From an optimization exercise on the open Yosys and OpenROAD flow, aimed at small area and few clock cycles; shortcuts taken in it are not production practice. In this exercise RTL edits were held to simulation tests only and were not proved equivalent to the original. No driver is modelled on the clock port, so clocking that relies on it looks cheaper here than on a real chip. Power figures rest on the tool's default switching activity, not on a simulated workload.

--- config.mk ---
export PLATFORM = sky130hd
export DESIGN_NAME = seven_bit_framed_sensor_packet_decoder
export DESIGN_NICKNAME = seven_bit_framed_sensor_packet_decoder
export VERILOG_FILES = /design/flow/design.v
export SDC_FILE = /design/flow/constraint.sdc
export NUM_CORES = 4
export LEC_CHECK = 0
export CAP_MARGIN = 20
export CORE_MARGIN = 2
export CORE_UTILIZATION = 65
export SLEW_MARGIN = 20
--- constraint.sdc ---
create_clock -name core_clock -period 5.0 [get_ports {i_clk}]
set_input_delay 1.0000 -clock core_clock [delete_from_list [all_inputs] [get_ports {i_clk}]]
set_output_delay 1.0000 -clock core_clock [all_outputs]
set_load 0.01 [all_outputs]
--- design.v ---
package spd_pkg;
    localparam int STORE_WORDS = 9;
    localparam int STORE_BYTES = 2 * STORE_WORDS;
    localparam int END_BIT = 7;
    localparam logic [1:0] ST_OK        = 2'd0;
    localparam logic [1:0] ST_CHECKSUM  = 2'd1;
    localparam logic [1:0] ST_HEADER    = 2'd2;
    localparam logic [1:0] ST_LENGTH    = 2'd3;
    localparam logic KIND_INERTIAL   = 1'b0;
    localparam logic KIND_QUATERNION = 1'b1;
    localparam logic [4:0] INERTIAL_LEN   = 5'd20;
    localparam logic [4:0] QUATERNION_LEN = 5'd10;
    localparam logic [3:0] INERTIAL_WORDS   = 4'd9;
    localparam logic [3:0] QUATERNION_WORDS = 4'd4;
    localparam logic [3:0] GYRO_WORDS       = 4'd3;
    localparam logic [3:0] FRAC_GYRO      = 4'd4;
    localparam logic [3:0] FRAC_ACCEL_MAG = 4'd11;
    localparam logic [3:0] FRAC_QUAT      = 4'd15;
    localparam logic CFG_INERTIAL_CODE   = 1'b0;
    localparam logic CFG_QUATERNION_CODE = 1'b1;
    typedef struct packed {
        logic [1:0] status;
        logic       kind;
    } t_job;
endpackage
module spd_ram (
    input  logic        i_clk,
    input  logic        i_we,
    input  logic [4:0]  i_raw,      
    input  logic [7:0]  i_wdata,
    input  logic        i_re,       
    input  logic [3:0]  i_rword,    
    output logic [15:0] o_rdata
);
    logic [7:0] r_hi [spd_pkg::STORE_WORDS];   
    logic [7:0] r_lo [spd_pkg::STORE_WORDS];   
    always_ff @(posedge i_clk) begin
        for (int k = 0; k < spd_pkg::STORE_WORDS; k++) begin
            if (i_we && i_raw == 5'((8 * (2 * k + 2) + 6) / 7 - 1)) begin
                r_hi[k] <= i_wdata;
            end
            if (i_we && i_raw == 5'((8 * (2 * k + 3) + 6) / 7 - 1)) begin
                r_lo[k] <= i_wdata;
            end
        end
    end
    logic [spd_pkg::STORE_WORDS-1:0] w_sel;
    always_comb begin
        for (int k = 0; k < spd_pkg::STORE_WORDS; k++) begin
            w_sel[k] = i_re && (i_rword == 4'(k));
        end
        o_rdata = 16'd0;
        for (int k = 0; k < spd_pkg::STORE_WORDS; k++) begin
            o_rdata = o_rdata | ({16{w_sel[k]}} & {r_hi[k], r_lo[k]});
        end
    end
endmodule
module spd_emit (
    input  logic                 i_clk,
    input  logic                 i_rst_n,
    input  logic                 i_job_valid,
    input  spd_pkg::t_job        i_job,
    output logic                 o_busy,
    output logic                 o_act_ok,
    output logic                 o_act_kind,
    output logic [3:0]           o_rword,
    input  logic [15:0]          i_rdata,
    output logic                 o_out_valid,
    input  logic                 i_out_ready,
    output logic [1:0]           o_status,
    output logic                 o_packet_kind,
    output logic [3:0]           o_word_index,
    output logic signed [15:0]   o_word_value,
    output logic [3:0]           o_fraction_bits,
    output logic                 o_last_flag
);
    logic          r_act_v;
    spd_pkg::t_job r_act;
    logic [3:0]    r_k;
    logic          w_ok, w_last, w_take;
    logic [3:0]    w_last_k;
    always_comb begin
        w_ok     = (r_act.status == spd_pkg::ST_OK);
        w_last_k = (r_act.kind == spd_pkg::KIND_QUATERNION) ? spd_pkg::QUATERNION_WORDS - 4'd1
                                                            : spd_pkg::INERTIAL_WORDS - 4'd1;
        w_last   = !w_ok || (r_k == w_last_k);
        w_take   = r_act_v && i_out_ready;
    end
    always_ff @(posedge i_clk) begin
        if (!i_rst_n) begin
            r_act_v <= 1'b0;
            r_k     <= 4'd0;
        end else if (r_act_v) begin
            if (w_take) begin
                r_act_v <= !w_last;
                r_k     <= w_last ? 4'd0 : r_k + 4'd1;
            end
        end else begin
            r_act_v <= i_job_valid;
        end
    end
    always_ff @(posedge i_clk) begin
        if (!r_act_v) begin
            r_act <= i_job;
        end
    end
    assign o_busy     = r_act_v;
    assign o_act_ok   = r_act_v && w_ok;
    assign o_act_kind = r_act.kind;
    assign o_rword    = r_k;
    always_comb begin
        o_out_valid   = r_act_v;
        o_status      = r_act.status;
        o_packet_kind = r_act.kind;
        o_word_index  = r_k;
        o_word_value  = signed'(i_rdata);
        o_last_flag   = w_last;
        if (!w_ok) begin
            o_fraction_bits = 4'd0;
        end else if (r_act.kind == spd_pkg::KIND_QUATERNION) begin
            o_fraction_bits = spd_pkg::FRAC_QUAT;
        end else if (r_k < spd_pkg::GYRO_WORDS) begin
            o_fraction_bits = spd_pkg::FRAC_GYRO;
        end else begin
            o_fraction_bits = spd_pkg::FRAC_ACCEL_MAG;
        end
    end
endmodule
module seven_bit_framed_sensor_packet_decoder (
    input  logic                i_clk,
    input  logic                i_rst_n,
    input  logic                i_cfg_we,
    input  logic [0:0]          i_cfg_addr,
    input  logic [7:0]          i_cfg_data,
    input  logic                i_in_valid,
    output logic                o_in_ready,
    input  logic [7:0]          i_rx_byte,
    output logic                o_out_valid,
    input  logic                i_out_ready,
    output logic [1:0]          o_status,
    output logic                o_packet_kind,
    output logic [3:0]          o_word_index,
    output logic signed [15:0]  o_word_value,
    output logic [3:0]          o_fraction_bits,
    output logic                o_last_flag
);
    logic [7:0] r_inert_code, r_quat_code;
    logic [6:0] r_acc;       
    logic [4:0] r_raw;       
    logic [7:0] r_sum;       
    logic       r_chk;       
    logic       r_hdr_i;     
    logic       r_hdr_q;     
    logic          w_accept, w_end, w_has_dec, w_first, w_busy, w_hold;
    logic          w_act_ok, w_act_kind;
    logic [2:0]    w_sh;
    logic [7:0]    w_dec, w_sum_old;
    logic          w_chk_dec, w_chk_n, w_any;
    logic          w_hdr_i_n, w_hdr_q_n;
    logic [4:0]    w_hold_lo, w_hold_hi;
    logic [3:0]    w_rword;
    logic [15:0]   w_rdata;
    spd_pkg::t_job w_job;
    always_ff @(posedge i_clk) begin
        if (!i_rst_n) begin
            r_inert_code <= 8'd9;
            r_quat_code  <= 8'd10;
        end else if (i_cfg_we) begin
            unique case (i_cfg_addr)
                spd_pkg::CFG_INERTIAL_CODE:   r_inert_code <= i_cfg_data;
                spd_pkg::CFG_QUATERNION_CODE: r_quat_code  <= i_cfg_data;
                default: ;
            endcase
        end
    end
    always_comb begin
        w_has_dec = (r_raw[2:0] != 3'd0);
        w_first   = (r_raw == 5'd1);
        w_sh      = ~r_raw[2:0];                  
        w_dec     = 8'({r_acc, i_rx_byte[6:0]} >> w_sh);
        w_sum_old = w_first ? 8'd0 : r_sum;
        w_chk_dec = (w_sum_old == w_dec);
        w_chk_n   = w_has_dec ? w_chk_dec : r_chk;
        w_any     = (r_raw != 5'd0);              
        w_hdr_i_n = w_first ? ({r_acc, i_rx_byte[6]} == r_inert_code) : r_hdr_i;
        w_hdr_q_n = w_first ? ({r_acc, i_rx_byte[6]} == r_quat_code)  : r_hdr_q;
    end
    always_comb begin
        w_hold_lo = {w_rword, 1'b0} + 5'd2 + 5'(w_rword >= 4'd3) + 5'(w_rword >= 4'd7);
        w_hold_hi = (w_act_kind == spd_pkg::KIND_QUATERNION) ? 5'd10 : 5'd21;
        w_hold    = w_act_ok && w_has_dec && (r_raw >= w_hold_lo) && (r_raw <= w_hold_hi);
    end
    assign o_in_ready = !(w_busy && i_rx_byte[spd_pkg::END_BIT]) && !w_hold;
    assign w_accept   = i_in_valid && o_in_ready;
    assign w_end      = w_accept && i_rx_byte[spd_pkg::END_BIT];
    always_comb begin
        w_job.kind = spd_pkg::KIND_INERTIAL;
        if (!w_any || !w_chk_n) begin
            w_job.status = spd_pkg::ST_CHECKSUM;
        end else if (w_hdr_i_n) begin
            w_job.status = (r_raw == 5'd22) ? spd_pkg::ST_OK : spd_pkg::ST_LENGTH;
        end else if (w_hdr_q_n) begin
            if (r_raw == 5'd11) begin
                w_job.status = spd_pkg::ST_OK;
                w_job.kind   = spd_pkg::KIND_QUATERNION;
            end else begin
                w_job.status = spd_pkg::ST_LENGTH;
            end
        end else begin
            w_job.status = spd_pkg::ST_HEADER;
        end
    end
    always_ff @(posedge i_clk) begin
        if (!i_rst_n) begin
            r_raw <= 5'd0;
        end else if (w_end) begin
            r_raw <= 5'd0;
        end else if (w_accept) begin
            r_raw[2:0] <= r_raw[2:0] + 3'd1;
            if (r_raw[2:0] == 3'd7 && r_raw[4:3] != 2'd3) begin
                r_raw[4:3] <= r_raw[4:3] + 2'd1;
            end
        end
    end
    always_ff @(posedge i_clk) begin
        if (w_accept) begin
            r_acc   <= i_rx_byte[6:0];
            r_chk   <= w_chk_n;
            r_hdr_i <= w_hdr_i_n;
            r_hdr_q <= w_hdr_q_n;
            if (w_has_dec) begin
                r_sum <= w_sum_old + w_dec;
            end
        end
    end
    spd_ram u_ram (
        .i_clk  (i_clk),
        .i_we   (w_accept),
        .i_raw  (r_raw),
        .i_wdata(w_dec),
        .i_re   (w_act_ok),
        .i_rword(w_rword),
        .o_rdata(w_rdata)
    );
    spd_emit u_emit (
        .i_clk          (i_clk),
        .i_rst_n        (i_rst_n),
        .i_job_valid    (w_end),
        .i_job          (w_job),
        .o_busy         (w_busy),
        .o_act_ok       (w_act_ok),
        .o_act_kind     (w_act_kind),
        .o_rword        (w_rword),
        .i_rdata        (w_rdata),
        .o_out_valid    (o_out_valid),
        .i_out_ready    (i_out_ready),
        .o_status       (o_status),
        .o_packet_kind  (o_packet_kind),
        .o_word_index   (o_word_index),
        .o_word_value   (o_word_value),
        .o_fraction_bits(o_fraction_bits),
        .o_last_flag    (o_last_flag)
    );
endmodule
--- flow/run.sh ---
#!/bin/bash
# Layout flow: the standard flow (standard.sh) with
#  - synthesis mapping the logic through a stronger ABC area script, without
#    ORFS's hard adder cells (flip-flops are mapped before ABC, as in the standard flow's);
#  - port buffers of the smallest buffer cell;
#  - a clock tree of clkbuf_8 leaves without dummy loads.
set -euo pipefail
here=$PWD
export BUFFER_PORTS_ARGS="-buffer_cell sky130_fd_sc_hd__buf_1"
export CTS_ARGS="-sink_clustering_enable -repair_clock_nets -dont_use_dummy_load -buf_list sky130_fd_sc_hd__clkbuf_8 -sink_clustering_size 25 -sink_clustering_max_diameter 80"
export PRE_CTS_TCL="$here/flow/pre_cts.tcl"
sed -e "s#SYNTH_SCRIPT=[^ ]*#SYNTH_SCRIPT=$here/flow/area_synth.tcl ADDER_MAP_FILE=#" standard.sh > area_standard.sh
bash area_standard.sh > area_standard.log 2>&1
--- flow/abc_area.script ---
strash
dc2
strash
&get -n
&fraig -x
&put
strash
dch -f
amap
topo
dnsize -c
--- flow/area_synth.tcl ---
# The standard flow's synthesis script (synth_recipe.tcl), with ABC run on a stronger area script;
# flip-flops are mapped before ABC runs, so they are the same as the standard flow's.
proc synth {args} { yosys synth -nofsm -noshare {*}$args }
set ::area_abc_script [file join [file dirname [file normalize [info script]]] abc_area.script]

proc abc {args} {
  set i [lsearch -exact $args -script]
  if { $i >= 0 } {
    lset args [expr {$i + 1}] $::area_abc_script
  }
  set i [lsearch -exact $args -D]
  if { $i >= 0 } {
    set args [lreplace $args $i [expr {$i + 1}]]
  }
  yosys abc {*}$args
}
source $::env(SCRIPTS_DIR)/synth.tcl
# left out here: clear keep_hierarchy, flatten, clean up, hide names made inside functions, write 1_2_yosys.v
--- flow/pre_cts.tcl ---
# Let the clock tree's leaf buffers each drive up to 25 flip-flops.
set_max_fanout 25 [current_design]
--- standard.sh ---
#!/bin/bash
# synth_recipe.tcl (not shown) runs the flow's synth.tcl, then flattens the netlist and writes it again
# the make line also repeats each setting of config.mk as NAME=value (left out here)
make -C /OpenROAD-flow-scripts/flow DESIGN_CONFIG=/design/flow/config.mk WORK_HOME=/design/flow/orfs CLKGATE_MAP_FILE= SYNTH_SCRIPT=/design/flow/synth_recipe.tcl "${@:-finish}"
==> out/metrics.csv, run 1 <==
metric,value,unit
initial_core_util,66.5,%
crit_chain,clkinv_1 -> nor2_1 -> clkinv_1 -> o21ai_0 -> o21ai_0 -> clkinv_1 -> o21ai_0 -> o22ai_1 -> a21oi_1 -> a221oi_1 -> nor3_1 -> a21oi_1 -> nand2_1 -> clkinv_1 -> nand4_1 -> nor2_1,
arrival,4.57,ns
synth_ff_type,edfxtp_1,
area_growth,10.4,%
synthTopCellsByCount,"edfxtp_1 (165), nor2_1 (57), a222oi_1 (45), clkinv_1 (42), nand2_1 (41)",
maxSlewViolCount,0,
ys_async_sr_fraction,0,%
synth.area.top_cells,"edfxtp_1 (65%), dfxtp_1 (6.8%), a222oi_1 (5.9%), nor2_1 (2.8%), clkinv_1 (2.1%)",
setup_viol,0,
yosys_warnings,5,
cts_made_buffers,17,
synth_top_area_share,65.2,%
grt_pass1_wl,28800,µm
ioPinCount,52,
antenna_found_initial,0,
synth_cell_types,33,
worst_setup_path_start_kind,flip-flop,
clkTransAtPathRegs,0.07,ns
gp_congestion,0.938,
overflow,0,
num_rows,39,
drv_cap,0,
slew_headroom,37.2,%
grt_max_degree,24,
clock_latency,0.45,ns
drt_first_iter_violations,928,
netlist_area,7600,µm²
antennaDiodeCount,0,
period_minus_slack,4.50,ns
ant_nets,0,
peakVddDrop,0.000204,V
ys_seq_area_share,72.1,%
fin_skew,0.0243,ns
tns,0,ns
cpPeakStageDelay,0.78,ns
fp.dieArea,12600,µm²
powerDensity,332,nW/µm²
syn-num-nets,576,
crit_path_frequent_cell,clkinv_1,
fin_nets,663,
grt_pass1_vias,5294,
p_leak,2.63,nW
rsz0062_at_grt,no,
drc,0,
drt-pass1-iter-count,7,
slowest_stage,nor2_1,
clock_sinks,191,
syn_area_per_cell,13.7,µm²
vias,5496,
hold_violations,0,
hold_class,reg2reg,
synthMostInstantiatedCell,edfxtp_1,
fin_crit_sh,90.0,%
grt_usage,30.2,%
die_x,112,µm
detail_route.wl_per_cell,23.5,µm
cts-resized-gates,0,
viasPerCell,7.03,
core_area,11400,µm²
cts-hold-fix-buffers,0,
worst-path-max-fanout,16,
synth_edf_count,165,
whs,0.479,ns
criticalPathCategory,reg2reg,
port_buffers,51,
fill_cells,785,
synth_top_cell_by_area,edfxtp_1,
routed_wl,18400,µm
drive_above_1_share,7.04,%
status,timing/DRC/antenna clean,
hpwl,12300,µm
synth-seq-cells,191,
multi_input_area,2010,µm²
cts_tree,built,
ff_latch_area,5480,µm²
path_buf_inv,4,
cp.required,5.07,ns
end_kind,flip-flop,
synthCells,554,
path_delay_family,simple AND/OR/NAND/NOR gates,
max_freq,222,MHz
worst_slew_pin_slew,0.938,ns
post_cts_buffers,0,
die_y,112,µm
[flip-flops by register name, summed over array words and instances (netlist names)]
register and cells:
r_chk 1, r_quat_code 8, u_ram.r_lo 72, r_sum 8, r_hdr_q 1, r_acc 7
r_inert_code 8, u_emit.r_act_v 1, u_ram.r_hi 72, r_hdr_i 1, r_raw 5, u_emit.r_k 4
u_emit.r_act 3
[kinds of logic after synthesis]
family | Yosys count | synth area share (%)
flops | 191 | 72.1
simple gates | 157 | 9.11
compound gates | 162 | 16.6
buf+inv | 44 | 2.27
[path summary, 6_finish.rpt]
path / to / depth (start not counted) / slack (ns) / startpoint
setup / recovery: u_ram.r_hi[3][1]$_DFFE_PP_ / 16 / 0.50 / u_emit.r_k[0]$_SDFFE_PN0P_
hold / removal: r_quat_code[2]$_SDFFE_PN0P_ / 2 / 0.48 / r_quat_code[2]$_SDFFE_PN0P_
setup reg to reg: u_ram.r_hi[3][1]$_DFFE_PP_ / 16 / 0.50 / u_emit.r_k[0]$_SDFFE_PN0P_
hold reg to reg: r_quat_code[2]$_SDFFE_PN0P_ / 2 / 0.48 / r_quat_code[2]$_SDFFE_PN0P_
[worst min-delay path, delay by kind of cell (launching register included)]
kind / cells / cell delay, ns
AOI/OAI and AO/OA: 1 / 0.05
buffers and inverters: 1 / 0.06
DFF: 1 / 0.32
[cell usage in the layout, fill, tap and decap left out, drive strengths merged, types with 5 or more instances in the layout]
cell,count
a211oi,5
a21oi,23
a221oi,6
a222oi,45
a22oi,5
buf,70
clkbuf,17
clkinv,42
dfxtp,26
edfxtp,165
nand2,41
nand3,17
nand4,10
nor2,57
nor2b,5
nor3,22
o21a,7
o21ai,20
o221a,12
o22ai,23
[power by group]
| part | switching, mW | internal, mW | total (mW) |
|---|---|---|---|
| clock network | 0.437 | 0.301 | 0.738 |
| logic | 0.167 | 0.0709 | 0.238 |
| registers | 0.0202 | 1.79 | 1.81 |
[stage by stage]
step	power [mW]	cells	setup WS (ns)	util (%)	instance area (µm²)
5_1_grt	2.87	782	0.156	73.4	8390
3_5_place_dp	2.08	765	0.701	71.4	8150
3_3_place_gp	2.07	765	1.05	71.3	8150
4_1_cts	2.79	782	0.649	73.4	8390
2_1_floorplan	1.99	554	1.13	-	7600
6_report	2.79	782	0.498	73.4	8390
[layout make-up]
cell class,count,share of cell area (%)
Sequential cell,191,65.3
Timing Repair Buffer,70,3.98
Multi-Input combinational cell,319,23.9
Clock buffer,17,2.79
Inverter,42,1.88
Tap cell,143,2.13
[per-layer routing]
| layer | routed length [µm] | global-route usage [%] | share of wire, % | vias up |
|---|---|---|---|---|
| li1 | - | - | - | 2438 |
| met1 | 7200 | 42.4 | 39 | 2653 |
| met2 | 8870 | 48.6 | 48 | 370 |
| met3 | 1950 | 5.51 | 11 | 35 |
| met4 | 388 | 10.7 | 2.1 | 0 |
| met5 | 0 | 0 | 0 | - |
Testbench counts, summed over its fixed seeds: cycles 7,298.
==> run 2, diff against run 1 <==
--- a/flow/run.sh
+++ b/flow/run.sh
@@ -8,6 +8,6 @@
 here=$PWD
 export BUFFER_PORTS_ARGS="-buffer_cell sky130_fd_sc_hd__buf_1"
 export CTS_ARGS="-sink_clustering_enable -repair_clock_nets -dont_use_dummy_load -buf_list sky130_fd_sc_hd__clkbuf_8 -sink_clustering_size 25 -sink_clustering_max_diameter 80"
-export PRE_CTS_TCL="$here/flow/pre_cts.tcl"
+export DONT_USE_CELLS="sky130_fd_sc_hd__buf_4 sky130_fd_sc_hd__buf_6 sky130_fd_sc_hd__buf_8 sky130_fd_sc_hd__buf_12 sky130_fd_sc_hd__buf_16"
 sed -e "s#SYNTH_SCRIPT=[^ ]*#SYNTH_SCRIPT=$here/flow/area_synth.tcl ADDER_MAP_FILE=#" standard.sh > area_standard.sh
 bash area_standard.sh > area_standard.log 2>&1
==> flow/abc_area.script (replaced) <==
strash
dc2
strash
&get -n
&fraig -x
&put
strash
dch -f
amap
strash
dch -f
amap
topo
dnsize -c
removed: flow/pre_cts.tcl
==> run 2 against run 1 <==
  * Non-clock buffer count unchanged
  * Final area is 0.24% lower
  * Maximum frequency grew 1.3%
  * Hold slack improved by 0.049 ns
  * Critical endpoint is now u_ram.r_hi[3][0]$_DFFE_PP_
  * Largest cell class unchanged
  * Sequential share of layout area increased by 0.16 points
  * Clock power up 1%
  * Synthesized cell count increased by 1.1%
  * Via count down 0.91%
  * Wire length rose by 0.51%
  * Die area is 0.25% lower
  * Global-route usage up 0.15 points
==> out/metrics.csv, run 2 <==
metric,value,unit
synth_edf_count,165,
layout_common_cells,"edfxtp_1 (165), nor2_1 (64), buf_1 (51)",
slew_headroom,31.8,%
yosys_warnings,5,
hold_violations,0,
hpwl,12300,µm
path_delay_family,simple AND/OR/NAND/NOR gates,
drive_above_1_share,7.13,%
r2r-start,u_emit.r_k[0]$_SDFFE_PN0P_,
grt_max_degree,21,
initial_core_util,66.4,%
place_ws,0.703,ns
die_y,112,µm
arrival,4.51,ns
num_rows,39,
routed_wl,18500,µm
slowest_stage,nor2_1,
drt_first_iter_violations,759,
worstHoldStart,r_quat_code[1]$_SDFFE_PN1P_,
antennaDiodeCount,0,
port_buffers,51,
ioPinCount,52,
cp.required,5.07,ns
gp_congestion,0.912,
fill_cells,786,
cts_made_buffers,17,
drt-pass1-iter-count,6,
ant_nets,0,
ys_seq_area_share,72.2,%
rsz0062_at_grt,no,
synth_top_area_share,65.4,%
viasPerCell,6.91,
grt_pass1_wl,28500,µm
fin_nets,669,
cts_buffer_depth,2,
synth_top_cell_by_area,edfxtp_1,
fp.dieArea,12500,µm²
core_area,11400,µm²
clockRootBuffer,clkbuf_8,
hold_class,reg2reg,
worst_setup_path_start_kind,flip-flop,
maxSlewViolCount,0,
overflow,0,
period_minus_slack,4.44,ns
antenna_found_initial,0,
synthTopCellsByCount,"edfxtp_1 (165), nor2_1 (64), a222oi_1 (48), clkinv_1 (44), nand2_1 (41)",
detail_route.wl_per_cell,23.5,µm
peakVddDrop,0.000314,V
netlist_area,7580,µm²
synth_cell_types,32,
startpoint,u_emit.r_k[0]$_SDFFE_PN0P_,
h-tree-depth,4,
vias,5446,
ys_async_sr_fraction,0,%
drc,0,
tns,0,ns
cts-resized-gates,0,
clock_sinks,191,
clkTransAtPathRegs,0.08,ns
cpPeakStageDelay,0.76,ns
cts_tree,built,
end_kind,flip-flop,
area_growth,10.4,%
path_buf_inv,3,
syn-num-nets,582,
p_leak,2.63,nW
worst_slew_pin_slew,1.02,ns
grt_pass1_vias,5430,
synthCells,560,
cts-hold-fix-buffers,0,
clock_latency,0.47,ns
r2r_slack,0.56,ns
crit_path_frequent_cell,clkinv_1,
syn_area_per_cell,13.5,µm²
die_x,112,µm
post_cts_buffers,0,
final_common_cell,edfxtp_1,
crit_chain,clkinv_1 -> nor2_1 -> clkinv_1 -> o21ai_0 -> o21ai_0 -> a222oi_1 -> nor3_1 -> a221oi_1 -> nor3_1 -> a21oi_1 -> nand2_1 -> clkinv_1 -> nand3_1 -> nor2_1,
powerDensity,335,nW/µm²
status,timing/DRC/antenna clean,
synth.area.top_cells,"edfxtp_1 (65%), dfxtp_1 (6.9%), a222oi_1 (6.3%), nor2_1 (3.2%), o22ai_1 (2.9%)",
worst-path-max-fanout,15,
fin_ws,0.556,ns
drv_cap,0,
grt_usage,30.4,%
synth-seq-cells,191,
reg.largest.list,"u_ram.r_hi: 72 flops, u_ram.r_lo: 72 flops",
fin_crit_sh,88.9,%
max_freq,225,MHz
setup_viol,0,
synth_ff_type,edfxtp_1,
fin_skew,0.0264,ns
criticalPathCategory,reg2reg,
synthMostInstantiatedCell,edfxtp_1,
run 2: changes by cell type after synthesis, moves of 3 or more:
cell	before	now
o22ai_1	23	35
o221a_1	12	1
a21oi_1	23	15
nor2_1	57	64
a221o_1	0	4
nand4_1	10	6
a221oi_1	6	3
a222oi_1	45	48
a22oi_1	5	2
o21a_1	7	10
run 2: cell families after synthesis:
group,synth area share (%)
flip-flops,72.2
buffers and inverters,2.38
AO/OA/AOI/OAI,16.1
AND/OR/NAND/NOR,9.30
run 2: worst register-to-register path, stage by stage (launching register included):
cell and delay, ns:
dfxtp_1 0.42, clkinv_1 0.17, nor2_1 0.22, clkinv_1 0.20, o21ai_0 0.32, o21ai_0 0.16
a222oi_1 0.37, nor3_1 0.10, a221oi_1 0.23, nor3_1 0.09, a21oi_1 0.18, nand2_1 0.24
clkinv_1 0.38, nand3_1 0.22, nor2_1 0.77
run 2: worst paths after layout:
| path | cells after the start | end |
|---|---|---|
| hold reg to reg | 1 | r_quat_code[1]$_SDFFE_PN1P_ |
| hold / removal | 1 | r_quat_code[1]$_SDFFE_PN1P_ |
| setup / recovery | 14 | u_ram.r_hi[3][0]$_DFFE_PP_ |
| setup reg to reg | 14 | u_ram.r_hi[3][0]$_DFFE_PP_ |
run 2: through the flow:
step | utilization, % | power, mW | hold slack [ns] | std cells | instance area (µm²)
2_1_floorplan | - | 2.00 | 0.465 | 560 | 7580
3_3_place_gp | 71.2 | 2.08 | 0.508 | 771 | 8130
3_5_place_dp | 71.2 | 2.09 | 0.509 | 771 | 8130
4_1_cts | 73.3 | 2.81 | 0.528 | 788 | 8370
5_1_grt | 73.3 | 2.89 | 0.546 | 788 | 8370
6_report | 73.3 | 2.81 | 0.528 | 788 | 8370
run 2: final cells by class:
| cell class | instances | area [µm²] | share of cell area, % |
|---|---|---|---|
| flip-flops and latches | 191 | 5480 | 65.4 |
| multi-input cells | 323 | 1980 | 23.7 |
| repair buffers | 70 | 334 | 3.99 |
| clock buffers | 17 | 234 | 2.80 |
| well taps | 143 | 179 | 2.14 |
| inverters | 44 | 165 | 1.97 |
run 2: metal layers:
| layer | vias to the layer above | part of all wire, % | wire length, µm | track usage (%) |
|---|---|---|---|---|
| met4 | 0 | 2.5 | 461 | 13.0 |
| li1 | 2446 | - | - | - |
| met5 | - | 0 | 0 | 0 |
| met1 | 2597 | 38 | 6940 | 39.6 |
| met2 | 363 | 50 | 9180 | 50.3 |
| met3 | 40 | 10 | 1920 | 6.26 |
run 2: where the power goes:
group	total, mW	internal [mW]	switching [mW]	leakage [nW]
clock	0.746	0.301	0.445	0.122
sequential	1.82	1.79	0.0230	1.71
combinational	0.245	0.0752	0.170	0.798
==> run 3, diff against run 2 <==
--- a/design.v
+++ b/design.v
@@ -1,6 +1,5 @@
 package spd_pkg;
     localparam int STORE_WORDS = 9;
-    localparam int STORE_BYTES = 2 * STORE_WORDS;
     localparam int END_BIT = 7;
     localparam logic [1:0] ST_OK        = 2'd0;
     localparam logic [1:0] ST_CHECKSUM  = 2'd1;
@@ -8,8 +7,8 @@
     localparam logic [1:0] ST_LENGTH    = 2'd3;
     localparam logic KIND_INERTIAL   = 1'b0;
     localparam logic KIND_QUATERNION = 1'b1;
-    localparam logic [4:0] INERTIAL_LEN   = 5'd20;
-    localparam logic [4:0] QUATERNION_LEN = 5'd10;
+    localparam logic [4:0] INERTIAL_RAW_BEFORE_END   = 5'd22;
+    localparam logic [4:0] QUATERNION_RAW_BEFORE_END = 5'd11;
     localparam logic [3:0] INERTIAL_WORDS   = 4'd9;
     localparam logic [3:0] QUATERNION_WORDS = 4'd4;
     localparam logic [3:0] GYRO_WORDS       = 4'd3;
@@ -198,9 +197,9 @@
         if (!w_any || !w_chk_n) begin
             w_job.status = spd_pkg::ST_CHECKSUM;
         end else if (w_hdr_i_n) begin
-            w_job.status = (r_raw == 5'd22) ? spd_pkg::ST_OK : spd_pkg::ST_LENGTH;
+            w_job.status = (r_raw == spd_pkg::INERTIAL_RAW_BEFORE_END) ? spd_pkg::ST_OK : spd_pkg::ST_LENGTH;
         end else if (w_hdr_q_n) begin
-            if (r_raw == 5'd11) begin
+            if (r_raw == spd_pkg::QUATERNION_RAW_BEFORE_END) begin
                 w_job.status = spd_pkg::ST_OK;
                 w_job.kind   = spd_pkg::KIND_QUATERNION;
             end else begin
==> flow/run.sh (replaced) <==
#!/bin/bash
# Layout flow: the standard flow (standard.sh, run whole) with
#  - synthesis mapping the logic through an ABC area script (abc_area.script)
#    and without ORFS's hard adder cells; the flip-flops are mapped before ABC
#    runs, so they are the same cells with the same names as in the standard flow's own
#    synthesis (area_synth.tcl is synth_recipe.tcl with that one change);
#  - port buffers of the smallest buffer cell;
#  - a clock tree of clkbuf_8 buffers without dummy loads.
# Each tool's log is under orfs/logs/; make's output is in area_standard.log.
set -euo pipefail
here=$PWD
export BUFFER_PORTS_ARGS="-buffer_cell sky130_fd_sc_hd__buf_1"
export CTS_ARGS="-sink_clustering_enable -repair_clock_nets -dont_use_dummy_load -buf_list sky130_fd_sc_hd__clkbuf_8 -sink_clustering_size 25 -sink_clustering_max_diameter 80"
export POST_CTS_TCL="$here/flow/post_cts.tcl"
sed -e "s#SYNTH_SCRIPT=[^ ]*#SYNTH_SCRIPT=$here/flow/area_synth.tcl ADDER_MAP_FILE=#" standard.sh > area_standard.sh
bash area_standard.sh > area_standard.log 2>&1
==> flow/post_cts.tcl (new file) <==
# Downsize cells off the critical paths (area follows power here).
estimate_parasitics -placement
repair_timing -recover_power 100 -verbose
detailed_placement
check_placement -verbose
==> run 3 against run 2 <==
  * Critical path type unchanged
  * Sequential power is essentially flat
  * Sequential cell count is the same
  * Clock power shrank 0.5%
  * Critical path depth grew 4
  * Global-route usage grew 0.060 points
  * Die area is the same
  * Critical endpoint is now r_sum[7]$_DFFE_PP_
  * Final area shrank 0.66%
==> out/metrics.csv, run 3 <==
metric,value,unit
status,timing/DRC/antenna clean,
ys_seq_area_share,72.2,%
num_rows,39,
synth-seq-cells,191,
hold_class,reg2reg,
hpwl,12300,µm
worst_slew_pin_slew,1.11,ns
area_growth,9.67,%
rr_endpoint,r_sum[7]$_DFFE_PP_,
grt_pass1_wl,28500,µm
synthCells,560,
ys_async_sr_fraction,0,%
p_seq_share,65.0,%
peakVddDrop,0.000313,V
worst_setup_path_start_kind,flip-flop,
initial_core_util,66.4,%
power.internal,2.16,mW
synth_top_cell_by_area,edfxtp_1,
drive_above_1_share,5.12,%
grt_usage,30.4,%
clkTransAtPathRegs,0.08,ns
r2r_slack,0.49,ns
port_buffers,51,
power_frac_comb,8.5,%
ioPinCount,52,
synth_edf_count,165,
grt-busiest-layer,met2,
rsz0062_at_grt,no,
syn_area_per_cell,13.5,µm²
p_total,2.80,mW
ant_nets,0,
viasPerCell,6.92,
final_common_cell,edfxtp_1,
netlist_area,7580,µm²
routed_wl,18500,µm
power.share.clock,26.5,%
cts_tree,built,
reg2reg_depth,18,
antennaDiodeCount,0,
grt_max_degree,21,
powerDensity,336,nW/µm²
grtUsageMet3,6.31,%
met2_usage,50.2,%
met1_usage,39.7,%
gp_congestion,0.912,
post-place-cells,771,
p_sw,0.633,mW
vias,5452,
synthMostInstantiatedCell,edfxtp_1,
tns,0,ns
core_area,11400,µm²
hold_depth,1,
slew_headroom,25.8,%
drv_cap,0,
p_leak,2.59,nW
drc,0,
synth_top_area_share,65.4,%
end_kind,flip-flop,
grt_pass1_vias,5441,
layout_common_cells,"edfxtp_1 (165), nor2_1 (64), buf_1 (51)",
arrival,4.72,ns
synthTopCellsByCount,"edfxtp_1 (165), nor2_1 (64), a222oi_1 (48), clkinv_1 (44), nand2_1 (41)",
fin_nets,669,
synth_ff_type,edfxtp_1,
maxSlewViolCount,0,
setup_viol,0,
yosys_warnings,5,
syn-num-nets,582,
die_x,112,µm
hold_violations,0,
fin_skew,0.0197,ns
worst-path-max-fanout,20,
drt_first_iter_violations,733,
antenna_found_initial,0,
cp.required,5.21,ns
reg.largest.list,"u_ram.r_hi: 72 flops, u_ram.r_lo: 72 flops",
clock_sinks,191,
fin_crit_sh,90.2,%
max_freq,222,MHz
synth.area.top_cells,"edfxtp_1 (65%), dfxtp_1 (6.9%), a222oi_1 (6.3%), nor2_1 (3.2%), o22ai_1 (2.9%)",
drt-pass1-iter-count,7,
stdcell_count,788,
switching_share,22.6,%
criticalPathCategory,reg2reg,
die_y,112,µm
crit_path_end,r_sum[7]$_DFFE_PP_,
synth_cell_types,32,
startpoint,r_raw[0]$_SDFFE_PP0P_,
r2r-start,r_raw[0]$_SDFFE_PP0P_,
fp.dieArea,12500,µm²
period_minus_slack,4.51,ns
overflow,0,
clock_latency,0.46,ns
detail_route.wl_per_cell,23.5,µm
==> run 3: cell count changes in the layout (fill, tap and decap cells not counted), sizes merged <==
cell	change
clkbuf	+11
buf	-11
==> run 3: metrics by stage <==
step | setup WS [ns] | cell area (µm²) | hold slack [ns] | util, %
after floorplan | 0.959 | 7580 | 0.465 | -
after global placement | 0.790 | 8130 | 0.508 | 71.2
after detailed placement | 0.703 | 8130 | 0.509 | 71.2
after global routing | 0.0413 | 8310 | 0.546 | 72.8
final | 0.488 | 8310 | 0.526 | 72.8
==> run 3: how the worst min path moves through the flow <==
stage                                startpoint                          end  slack (ns)
global placement    r_quat_code[1]$_SDFFE_PN1P_  r_quat_code[1]$_SDFFE_PN1P_        0.51
detailed placement  r_quat_code[1]$_SDFFE_PN1P_  r_quat_code[1]$_SDFFE_PN1P_        0.51
floorplan           r_quat_code[1]$_SDFFE_PN1P_  r_quat_code[1]$_SDFFE_PN1P_        0.47
global route        r_quat_code[1]$_SDFFE_PN1P_  r_quat_code[1]$_SDFFE_PN1P_        0.55
finish              r_quat_code[1]$_SDFFE_PN1P_  r_quat_code[1]$_SDFFE_PN1P_        0.53
==> run 3: power by group through the flow <==
stage          Combinational [mW]  Clock [mW]  Sequential [mW]
6_report                    0.237       0.742             1.82
5_1_grt                     0.262       0.807             1.82
3_5_place_dp                0.239           0             1.85
3_3_place_gp                0.232           0             1.85
2_1_floorplan               0.154           0             1.84
==> run 3: critical path: stages (launching register included) <==
cell      delay (ns)
dfxtp_1         0.61
clkinv_1        0.50
o22ai_1         0.36
nor2_1          0.09
o32ai_1         0.35
clkbuf_1        0.69
o21ai_0         0.32
o21ai_0         0.30
nand2_1         0.11
o21ai_0         0.12
nand2_1         0.11
nand2_1         0.10
nand2_1         0.07
nand2_1         0.09
nand2_1         0.07
nand2_1         0.09
nand2_1         0.07
o21ai_0         0.12
a21oi_1         0.10
==> run 3: area by class of cell <==
class	instances	area (µm²)
Multi-Input combinational cell	323	1970
Timing Repair Buffer	70	293
Fill cell	803	3110
Clock buffer	17	234
Inverter	44	165
Tap cell	143	179
Sequential cell	191	5480
==> run 3: cells by family (layout without fill, tap and decap cells) <==
logic type	count (synthesis)	count (layout)	share of synthesized area, %
flip-flops	191	191	72.2
AND/OR/NAND/NOR	163	163	9.30
AO/OA/AOI/OAI	160	160	16.1
buffers and inverters	46	131	2.38
==> run 3: layer usage <==
metal,wire length (µm),share of wire [%],up-vias
met5,0,0,-
met1,7030,38,2600
met4,464,2.5,0
met3,1910,10,40
met2,9080,49,358
li1,-,-,2454
Testbench counts of run 3, summed over its fixed seeds: cycles 7,298.
==> run 4, diff against run 3 <==
--- a/flow/run.sh
+++ b/flow/run.sh
@@ -11,6 +11,7 @@
 here=$PWD
 export BUFFER_PORTS_ARGS="-buffer_cell sky130_fd_sc_hd__buf_1"
 export CTS_ARGS="-sink_clustering_enable -repair_clock_nets -dont_use_dummy_load -buf_list sky130_fd_sc_hd__clkbuf_8 -sink_clustering_size 25 -sink_clustering_max_diameter 80"
+export RECOVER_POWER=100
 export POST_CTS_TCL="$here/flow/post_cts.tcl"
 sed -e "s#SYNTH_SCRIPT=[^ ]*#SYNTH_SCRIPT=$here/flow/area_synth.tcl ADDER_MAP_FILE=#" standard.sh > area_standard.sh
 bash area_standard.sh > area_standard.log 2>&1
==> run 4 against run 3 <==
  * Final area is 0.15% lower
  * Power is essentially flat
  * Sequential power is essentially flat
  * Non-clock buffer count stayed put
  * Clock-buffer cell count unchanged
  * Setup slack better by 0.0033 ns
  * Critical path type unchanged
==> out/metrics.csv, run 4 <==
metric,value,unit
status,timing/DRC/antenna clean,
fill_cells,804,
clkTransAtPathRegs,0.08,ns
slew_headroom,14.2,%
gp_congestion,0.912,
end_kind,flip-flop,
startpoint,r_raw[0]$_SDFFE_PP0P_,
ys_async_sr_fraction,0,%
cts_tree,built,
r2r-start,r_raw[0]$_SDFFE_PP0P_,
hpwl,12300,µm
fin_ws,0.492,ns
initial_core_util,66.4,%
synth_ff_type,edfxtp_1,
whs,0.526,ns
grt_max_degree,21,
die_y,112,µm
rsz0062_at_grt,no,
viasPerCell,6.94,
post-place-cells,771,
vias,5471,
synthCells,560,
postLayoutCellArea,8300,µm²
period_minus_slack,4.51,ns
grt_usage,30.4,%
synthMostInstantiatedCell,edfxtp_1,
clock_sinks,191,
die_x,112,µm
port_buffers,51,
final_common_cell,edfxtp_1,
placed_cell_area,8130,µm²
syn_area_per_cell,13.5,µm²
fin_skew,0.0195,ns
reg.largest.list,"u_ram.r_hi: 72 flops, u_ram.r_lo: 72 flops",
core_area,11400,µm²
ys_seq_area_share,72.2,%
grt_pass1_wl,28500,µm
criticalPathCategory,reg2reg,
drt-pass1-iter-count,5,
peakVddDrop,0.000312,V
hold_violations,0,
fin_crit_sh,90.2,%
hold_class,reg2reg,
ioPinCount,52,
fin_nets,669,
synthTopCellsByCount,"edfxtp_1 (165), nor2_1 (64), a222oi_1 (48), clkinv_1 (44), nand2_1 (41)",
worst_setup_path_start_kind,flip-flop,
antenna_found_initial,0,
routed_wl,18500,µm
drive_above_1_share,4.81,%
worst-path-max-fanout,20,
synth_top_cell_by_area,edfxtp_1,
synth_top_area_share,65.4,%
wl_met2,9110,µm
layout_common_cells,"edfxtp_1 (165), nor2_1 (64), buf_1 (51)",
detail_route.wl_per_cell,23.4,µm
top_layer,met4,
p_leak,2.58,nW
arrival,4.72,ns
worst_slew_pin_slew,1.28,ns
ant_nets,0,
synth_edf_count,165,
syn-num-nets,582,
setup_viol,0,
place_ws,0.703,ns
overflow,0,
clock_latency,0.46,ns
dr_wl_met3,1780,µm
worstHoldStart,r_quat_code[1]$_SDFFE_PN1P_,
yosys_warnings,5,
synth-seq-cells,191,
synth.area.top_cells,"edfxtp_1 (65%), dfxtp_1 (6.9%), a222oi_1 (6.3%), nor2_1 (3.2%), o22ai_1 (2.9%)",
wl_met1,7070,µm
drc,0,
area_growth,9.51,%
netlist_area,7580,µm²
powerDensity,337,nW/µm²
drt_first_iter_violations,727,
tns,0,ns
antennaDiodeCount,0,
grt_pass1_vias,5441,
fp.dieArea,12500,µm²
drv_cap,0,
maxSlewViolCount,0,
num_rows,39,
cp.required,5.21,ns
synth_cell_types,32,
max_freq,222,MHz
stdcell_count,788,
run 4: power by group:
| part | switching [mW] | internal [mW] | total [mW] |
|---|---|---|---|
| sequential | 0.0231 | 1.79 | 1.82 |
| combinational | 0.168 | 0.0682 | 0.236 |
| clock | 0.441 | 0.301 | 0.742 |
run 4: final timing paths:
check	endpoint	slack [ns]	cells past startpoint
worst min register to register	r_quat_code[1]$_SDFFE_PN1P_	0.53	1
worst max register to register	r_sum[7]$_DFFE_PP_	0.49	18
worst max-delay path	r_sum[7]$_DFFE_PP_	0.49	18
worst min-delay path	r_quat_code[1]$_SDFFE_PN1P_	0.53	1
run 4: worst max-delay path, cell delays in order, from the launching register on:
cell and delay, ns:
dfxtp_1 0.61, clkinv_1 0.50, o22ai_1 0.36, nor2_1 0.10
o32ai_1 0.35, clkbuf_1 0.69, o21ai_0 0.32, o21ai_0 0.30
nand2_1 0.11, o21ai_0 0.12, nand2_1 0.11, nand2_1 0.10
nand2_1 0.07, nand2_1 0.09, nand2_1 0.07, nand2_1 0.09
nand2_1 0.07, o21ai_0 0.12, a21oi_1 0.10
run 4: cell families after synthesis:
group | Yosys count | synth area share, %
DFF | 191 | 72.2
and+or+nand+nor | 163 | 9.30
AOI/OAI and AO/OA | 160 | 16.1
buffers and inverters | 46 | 2.38
run 4: cell type report:
type                    instances  area [µm²]  area share, %
flip-flops and latches        191        5480           66.0
multi-input cells             323        1950           23.5
inverters                      44         165           1.99
well taps                     143         179           2.16
clock buffers                  17         234           2.82
repair buffers                 70         293           3.53
run 4: layer usage:
metal	GRT usage [%]	up-vias
met5	0	-
met4	13.3	0
met3	6.31	41
met2	50.2	353
met1	39.7	2630
li1	-	2447
run 4: per-stage QoR:
step | util [%] | total power [mW]
global route | 72.7 | 2.89
global placement | 71.2 | 2.08
floorplan | - | 2.00
finish | 72.7 | 2.80
detailed placement | 71.2 | 2.09
==> run 5, diff against run 4 <==
--- a/flow/run.sh
+++ b/flow/run.sh
@@ -11,7 +11,5 @@
 here=$PWD
 export BUFFER_PORTS_ARGS="-buffer_cell sky130_fd_sc_hd__buf_1"
 export CTS_ARGS="-sink_clustering_enable -repair_clock_nets -dont_use_dummy_load -buf_list sky130_fd_sc_hd__clkbuf_8 -sink_clustering_size 25 -sink_clustering_max_diameter 80"
-export RECOVER_POWER=100
-export POST_CTS_TCL="$here/flow/post_cts.tcl"
 sed -e "s#SYNTH_SCRIPT=[^ ]*#SYNTH_SCRIPT=$here/flow/area_synth.tcl ADDER_MAP_FILE=#" standard.sh > area_standard.sh
 bash area_standard.sh > area_standard.log 2>&1
removed: flow/post_cts.tcl
==> run 5 against run 4 <==
  * Clock power increased by 0.5%
  * Synthesized area unchanged
  * Combinational power increased by 4%
  * Setup slack improved by 0.064 ns
  * Synthesized cell count unchanged
  * Sequential cell count unchanged
  * Critical path depth decreased by 4
  * First-iteration DRC count increased by 4.4%
  * Via count decreased by 0.46%
  * Non-clock buffer count unchanged
  * Utilization increased by 0.59 points
==> out/metrics.csv, run 5 <==
metric,value,unit
port_buffers,51,
maxSlewViolCount,0,
drv_cap,0,
synthMostInstantiatedCell,edfxtp_1,
grt_max_degree,21,
routed_wl,18500,µm
vias,5446,
synthCells,560,
worst_slew_pin_slew,1.02,ns
yosys_warnings,5,
netlist_area,7580,µm²
cts_tree,built,
rsz0062_at_grt,no,
hold_class,reg2reg,
syn-num-nets,582,
worst_setup_path_start_kind,flip-flop,
whs,0.528,ns
synth_top_cell_by_area,edfxtp_1,
end_kind,flip-flop,
reg2reg_depth,14,
max_freq,225,MHz
worst-path-max-fanout,15,
grt_pass1_vias,5430,
syn_area_per_cell,13.5,µm²
worstHoldEndpoint,r_quat_code[1]$_SDFFE_PN1P_,
ant_nets,0,
overflow,0,
p_leak,2.63,nW
ys_seq_area_share,72.2,%
die_y,112,µm
cts_buffer_depth,2,
r2r_slack,0.56,ns
synth_cell_types,32,
cts-resized-gates,0,
r2r-start,u_emit.r_k[0]$_SDFFE_PN0P_,
clkTransAtPathRegs,0.08,ns
clockRootBuffer,clkbuf_8,
post_cts_buffers,0,
worstHoldStart,r_quat_code[1]$_SDFFE_PN1P_,
fin_crit_sh,88.9,%
arrival,4.51,ns
drt_first_iter_violations,759,
h-tree-depth,4,
synth-seq-cells,191,
grtUsageMet3,6.26,%
clock_sinks,191,
reg.largest.list,"u_ram.r_hi: 72 flops, u_ram.r_lo: 72 flops",
synth_ff_type,edfxtp_1,
criticalPathCategory,reg2reg,
slew_headroom,31.8,%
gp_congestion,0.912,
met1_usage,39.6,%
grt-busiest-layer,met2,
synth.area.top_cells,"edfxtp_1 (65%), dfxtp_1 (6.9%), a222oi_1 (6.3%), nor2_1 (3.2%), o22ai_1 (2.9%)",
core_area,11400,µm²
cts_made_buffers,17,
drt-pass1-iter-count,6,
powerDensity,335,nW/µm²
rr_endpoint,u_ram.r_hi[3][0]$_DFFE_PP_,
detail_route.wl_per_cell,23.5,µm
hold_violations,0,
antenna_found_initial,0,
layout_common_cells,"edfxtp_1 (165), nor2_1 (64), buf_1 (51)",
final_common_cell,edfxtp_1,
num_rows,39,
clock_latency,0.47,ns
drive_above_1_share,7.13,%
hold_depth,1,
die_x,112,µm
fin_skew,0.0264,ns
status,timing/DRC/antenna clean,
area_growth,10.4,%
cp.required,5.07,ns
initial_core_util,66.4,%
met2_usage,50.3,%
fin_nets,669,
peakVddDrop,0.000314,V
grt_usage,30.4,%
synth_edf_count,165,
fill_cells,786,
tns,0,ns
ioPinCount,52,
synthTopCellsByCount,"edfxtp_1 (165), nor2_1 (64), a222oi_1 (48), clkinv_1 (44), nand2_1 (41)",
fp.dieArea,12500,µm²
cts-hold-fix-buffers,0,
antennaDiodeCount,0,
setup_viol,0,
synth_top_area_share,65.4,%
grt_pass1_wl,28500,µm
drc,0,
period_minus_slack,4.44,ns
ys_async_sr_fraction,0,%
hpwl,12300,µm
viasPerCell,6.91,
## run 5: changes by cell type in the layout (fill, tap and decap cells not counted)
cell,change
nor3_1,-1
nor3_2,+1
o32ai_1,-2
nor4_1,-1
clkbuf_1,-11
buf_4,+11
nor4_2,+1
o32ai_2,+2
## run 5: per-stage QoR
step | cells | utilization, % | power [mW] | setup WS [ns] | instance area [µm²]
floorplan | 560 | - | 2.00 | 0.959 | 7580
global placement | 771 | 71.2 | 2.08 | 0.790 | 8130
detailed placement | 771 | 71.2 | 2.09 | 0.703 | 8130
CTS | 788 | 73.3 | 2.81 | 0.649 | 8370
global route | 788 | 73.3 | 2.89 | 0.0607 | 8370
finish | 788 | 73.3 | 2.81 | 0.556 | 8370
## run 5: where the power goes
part	switching, mW	internal [mW]	total (mW)
clock network	0.445	0.301	0.746
logic	0.170	0.0752	0.245
registers	0.0230	1.79	1.82
total	0.638	2.17	2.81
## run 5: routing by layer
metal,vias up,wire length [µm]
li1,2446,-
met1,2597,6940
met2,363,9180
met3,40,1920
met4,0,461
met5,-,0
## run 5: area by class of cell
class                   count  area, µm²  area share (%)
flip-flops and latches    191       5480            65.4
inverters                  44        165            1.97
repair buffers             70        334            3.99
well taps                 143        179            2.14
clock buffers              17        234            2.80
multi-input cells         323       1980            23.7
## run 5: cell families (layout without fill, tap and decap cells)
logic type      count (synthesis)  after routing  share of synthesized area [%]
simple gates                  163            163                           9.30
flops                         191            191                           72.2
compound gates                160            160                           16.1
buf+inv                        46            131                           2.38
## run 5: worst max-delay path by stage
| stage | from | to | slack, ns | cells past startpoint |
|---|---|---|---|---|
| CTS | u_emit.r_k[0]$_SDFFE_PN0P_ | u_ram.r_hi[0][5]$_DFFE_PP_ | 0.65 | 14 |
| global placement | u_emit.r_k[0]$_SDFFE_PN0P_ | u_ram.r_hi[0][0]$_DFFE_PP_ | 0.79 | 14 |
| global route | u_emit.r_k[0]$_SDFFE_PN0P_ | u_ram.r_hi[6][1]$_DFFE_PP_ | 0.06 | 16 |
| detailed placement | u_emit.r_k[0]$_SDFFE_PN0P_ | u_ram.r_hi[0][5]$_DFFE_PP_ | 0.70 | 14 |
| finish | u_emit.r_k[0]$_SDFFE_PN0P_ | u_ram.r_hi[3][0]$_DFFE_PP_ | 0.56 | 14 |
| floorplan | i_rx_byte[3] | r_sum[7]$_DFFE_PP_ | 0.96 | 17 |
## run 5: critical path, stage by stage, from the launching register on
cell	delay [ns]
dfxtp_1	0.42
clkinv_1	0.17
nor2_1	0.22
clkinv_1	0.20
o21ai_0	0.32
o21ai_0	0.16
a222oi_1	0.37
nor3_1	0.10
a221oi_1	0.23
nor3_1	0.09
a21oi_1	0.18
nand2_1	0.24
clkinv_1	0.37
nand3_1	0.22
nor2_1	0.76
==> run 6, diff against run 5 <==
--- a/flow/run.sh
+++ b/flow/run.sh
@@ -5,11 +5,15 @@
 #    runs, so they are the same cells with the same names as in the standard flow's own
 #    synthesis (area_synth.tcl is synth_recipe.tcl with that one change);
 #  - port buffers of the smallest buffer cell;
-#  - a clock tree of clkbuf_8 buffers without dummy loads.
+#  - a clock tree of clkbuf_8 buffers without dummy loads;
+#  - cells off the critical paths downsized after clock tree synthesis
+#    (post_cts.tcl) and after global routing (RECOVER_POWER).
 # Each tool's log is under orfs/logs/; make's output is in area_standard.log.
 set -euo pipefail
 here=$PWD
 export BUFFER_PORTS_ARGS="-buffer_cell sky130_fd_sc_hd__buf_1"
 export CTS_ARGS="-sink_clustering_enable -repair_clock_nets -dont_use_dummy_load -buf_list sky130_fd_sc_hd__clkbuf_8 -sink_clustering_size 25 -sink_clustering_max_diameter 80"
+export POST_CTS_TCL="$here/flow/post_cts.tcl"
+export RECOVER_POWER=100
 sed -e "s#SYNTH_SCRIPT=[^ ]*#SYNTH_SCRIPT=$here/flow/area_synth.tcl ADDER_MAP_FILE=#" standard.sh > area_standard.sh
 bash area_standard.sh > area_standard.log 2>&1
==> flow/post_cts.tcl (new file) <==
# Downsize cells off the critical paths (area follows power here).
estimate_parasitics -placement
repair_timing -recover_power 100 -verbose
detailed_placement
check_placement -verbose
==> run 6 against run 5 <==
  * Still clean on timing, DRC and antenna
  * Synthesized area unchanged
  * Sequential share of layout area increased by 0.53 points
  * Clock skew decreased by 0.0069 ns
  * Clock power decreased by 0.5%
  * Clock-buffer cell count unchanged
  * Final area decreased by 0.81%
  * Non-clock buffer count unchanged
  * Critical endpoint is now r_sum[7]$_DFFE_PP_
  * Largest power group unchanged
==> out/metrics.csv, run 6 <==
metric,value,unit
status,timing/DRC/antenna clean,
place_ws,0.703,ns
synth_edf_count,165,
maxSlewViolCount,0,
initial_core_util,66.4,%
cp.required,5.21,ns
synthMostInstantiatedCell,edfxtp_1,
die_x,112,µm
num_rows,39,
fin_nets,669,
rsz0062_at_grt,no,
worst-path-max-fanout,20,
grt_usage,30.4,%
hold_violations,0,
netlist_area,7580,µm²
grt_pass1_wl,28500,µm
syn_area_per_cell,13.5,µm²
final_common_cell,edfxtp_1,
synth_top_family_by_area,compound AO/OA/AOI/OAI gates,
vias,5471,
core_area,11400,µm²
drt-pass1-iter-count,5,
yosys_warnings,5,
grt_pass1_vias,5441,
r2r_slack,0.49,ns
period_minus_slack,4.51,ns
antenna_found_initial,0,
r2r-start,r_raw[0]$_SDFFE_PP0P_,
synthTopCellsByCount,"edfxtp_1 (165), nor2_1 (64), a222oi_1 (48), clkinv_1 (44), nand2_1 (41)",
worst_slew_pin_slew,1.28,ns
antennaDiodeCount,0,
synth-seq-cells,191,
clock_sinks,191,
grt_max_degree,21,
synthCells,560,
rr_endpoint,r_sum[7]$_DFFE_PP_,
drive_above_1_share,4.81,%
area_growth,9.51,%
end_kind,flip-flop,
ioPinCount,52,
syn-num-nets,582,
hold_class,reg2reg,
die_y,112,µm
slew_headroom,14.2,%
startpoint,r_raw[0]$_SDFFE_PP0P_,
grt-busiest-layer,met2,
yosys.area_share.simple,9.30,%
worst_setup_path_start_kind,flip-flop,
crit_path_end,r_sum[7]$_DFFE_PP_,
arrival,4.72,ns
synth_compound_area_share,16.1,%
grtUsageMet3,6.31,%
routed_wl,18500,µm
clkTransAtPathRegs,0.08,ns
yosys-mux-area-fraction,0,%
layout_common_cells,"edfxtp_1 (165), nor2_1 (64), buf_1 (51)",
p_total,2.80,mW
cts_tree,built,
synth_top_cell_by_area,edfxtp_1,
synthXorXnorAreaFrac,0,%
reg2reg_depth,18,
fin_crit_sh,90.2,%
overflow,0,
met2_usage,50.2,%
synth_cell_types,32,
ant_nets,0,
setup_viol,0,
synth.area.top_cells,"edfxtp_1 (65%), dfxtp_1 (6.9%), a222oi_1 (6.3%), nor2_1 (3.2%), o22ai_1 (2.9%)",
drt_first_iter_violations,727,
synthAdderAreaFrac,0,%
reg.largest.list,"u_ram.r_hi: 72 flops, u_ram.r_lo: 72 flops",
synth_top_area_share,65.4,%
hpwl,12300,µm
fin_ws,0.492,ns
peakVddDrop,0.000312,V
ys_seq_area_share,72.2,%
fill_cells,804,
drc,0,
criticalPathCategory,reg2reg,
powerDensity,337,nW/µm²
met1_usage,39.7,%
gp_congestion,0.912,
max_freq,222,MHz
p_leak,2.58,nW
ff_latch_area,5480,µm²
multi_input_area,1950,µm²
tns,0,ns
viasPerCell,6.94,
port_buffers,51,
fin_skew,0.0195,ns
drv_cap,0,
clock_latency,0.46,ns
fp.dieArea,12500,µm²
detail_route.wl_per_cell,23.4,µm
synth_ff_type,edfxtp_1,
ys_async_sr_fraction,0,%
==> run 6: cell counts after synthesis <==
No cell type changed its count.
==> run 6: per-layer routing <==
layer	routed length, µm	vias to the layer above
met5	0	-
met4	495	0
met3	1780	41
met2	9110	353
met1	7070	2630
li1	-	2447
==> run 6: report_power, final <==
group	total [mW]	internal, mW	switching, mW
combinational	0.236	0.0682	0.168
sequential	1.82	1.79	0.0231
clock	0.742	0.301	0.441
==> run 6: worst max-delay path, stage by stage (launching register included) <==
cell and delay [ns]:
dfxtp_1 0.61, clkinv_1 0.50, o22ai_1 0.36, nor2_1 0.10
o32ai_1 0.35, clkbuf_1 0.69, o21ai_0 0.32, o21ai_0 0.30
nand2_1 0.11, o21ai_0 0.12, nand2_1 0.11, nand2_1 0.10
nand2_1 0.07, nand2_1 0.09, nand2_1 0.07, nand2_1 0.09
nand2_1 0.07, o21ai_0 0.12, a21oi_1 0.10
==> run 6: worst min-delay path by stage <==
| stage | startpoint | endpoint | slack [ns] | cells after the start |
|---|---|---|---|---|
| after floorplan | r_quat_code[1]$_SDFFE_PN1P_ | r_quat_code[1]$_SDFFE_PN1P_ | 0.47 | 1 |
| after global placement | r_quat_code[1]$_SDFFE_PN1P_ | r_quat_code[1]$_SDFFE_PN1P_ | 0.51 | 1 |
| after detailed placement | r_quat_code[1]$_SDFFE_PN1P_ | r_quat_code[1]$_SDFFE_PN1P_ | 0.51 | 1 |
| after global routing | r_quat_code[1]$_SDFFE_PN1P_ | r_quat_code[1]$_SDFFE_PN1P_ | 0.55 | 1 |
| final | r_quat_code[1]$_SDFFE_PN1P_ | r_quat_code[1]$_SDFFE_PN1P_ | 0.53 | 1 |
==> run 6: final cells by class <==
cell class / count / share of cell area, %
Tap cell: 143 / 2.16
Inverter: 44 / 1.99
Multi-Input combinational cell: 323 / 23.5
Sequential cell: 191 / 66.0
Timing Repair Buffer: 70 / 3.53
Clock buffer: 17 / 2.82
==> run 6: kinds of logic after synthesis <==
group           after synthesis
flops                       191
compound gates              160
buf+inv                      46
simple gates                163
==> run 6: metrics by stage <==
step           area, µm²  hold slack [ns]  utilization, %  instances
2_1_floorplan       7580            0.465               -        560
3_3_place_gp        8130            0.508            71.2        771
3_5_place_dp        8130            0.509            71.2        771
5_1_grt             8300            0.546            72.7        788
6_report            8300            0.526            72.7        788

==> separate check: timing with driven ports <==
How much do the figures lean on ideal ports? The routed layouts below were timed once more, with nothing changed but the port constraints.
Step 1 assumes that a clkbuf_16 drives the clock port and a buf_2 every other input.
Step 2 adds t to the input delays and takes it off the output delays; t is the mean of the earliest and latest rising clock arrival at the registers after step 1. Input paths then give back, and output paths get back, about the clock's delay inside the block.
a / b / c = ideal ports / drivers / drivers and shift; a / b = the first two.
run | shift t [ns] | setup WS [ns] | cell pins on the clock port's net
run 1 | 0.474 | 0.498 / 0.498 / 0.498 | 1
run 2 | 0.488 | 0.556 / 0.556 / 0.556 | 1
run 3 | 0.483 | 0.488 / 0.488 / 0.488 | 1
run 4 | 0.484 | 0.492 / 0.492 / 0.461 | 1
run 5 | 0.488 | 0.556 / 0.556 / 0.556 | 1
run 6 | 0.484 | 0.492 / 0.492 / 0.461 | 1
After both steps every run listed still meets setup and hold.
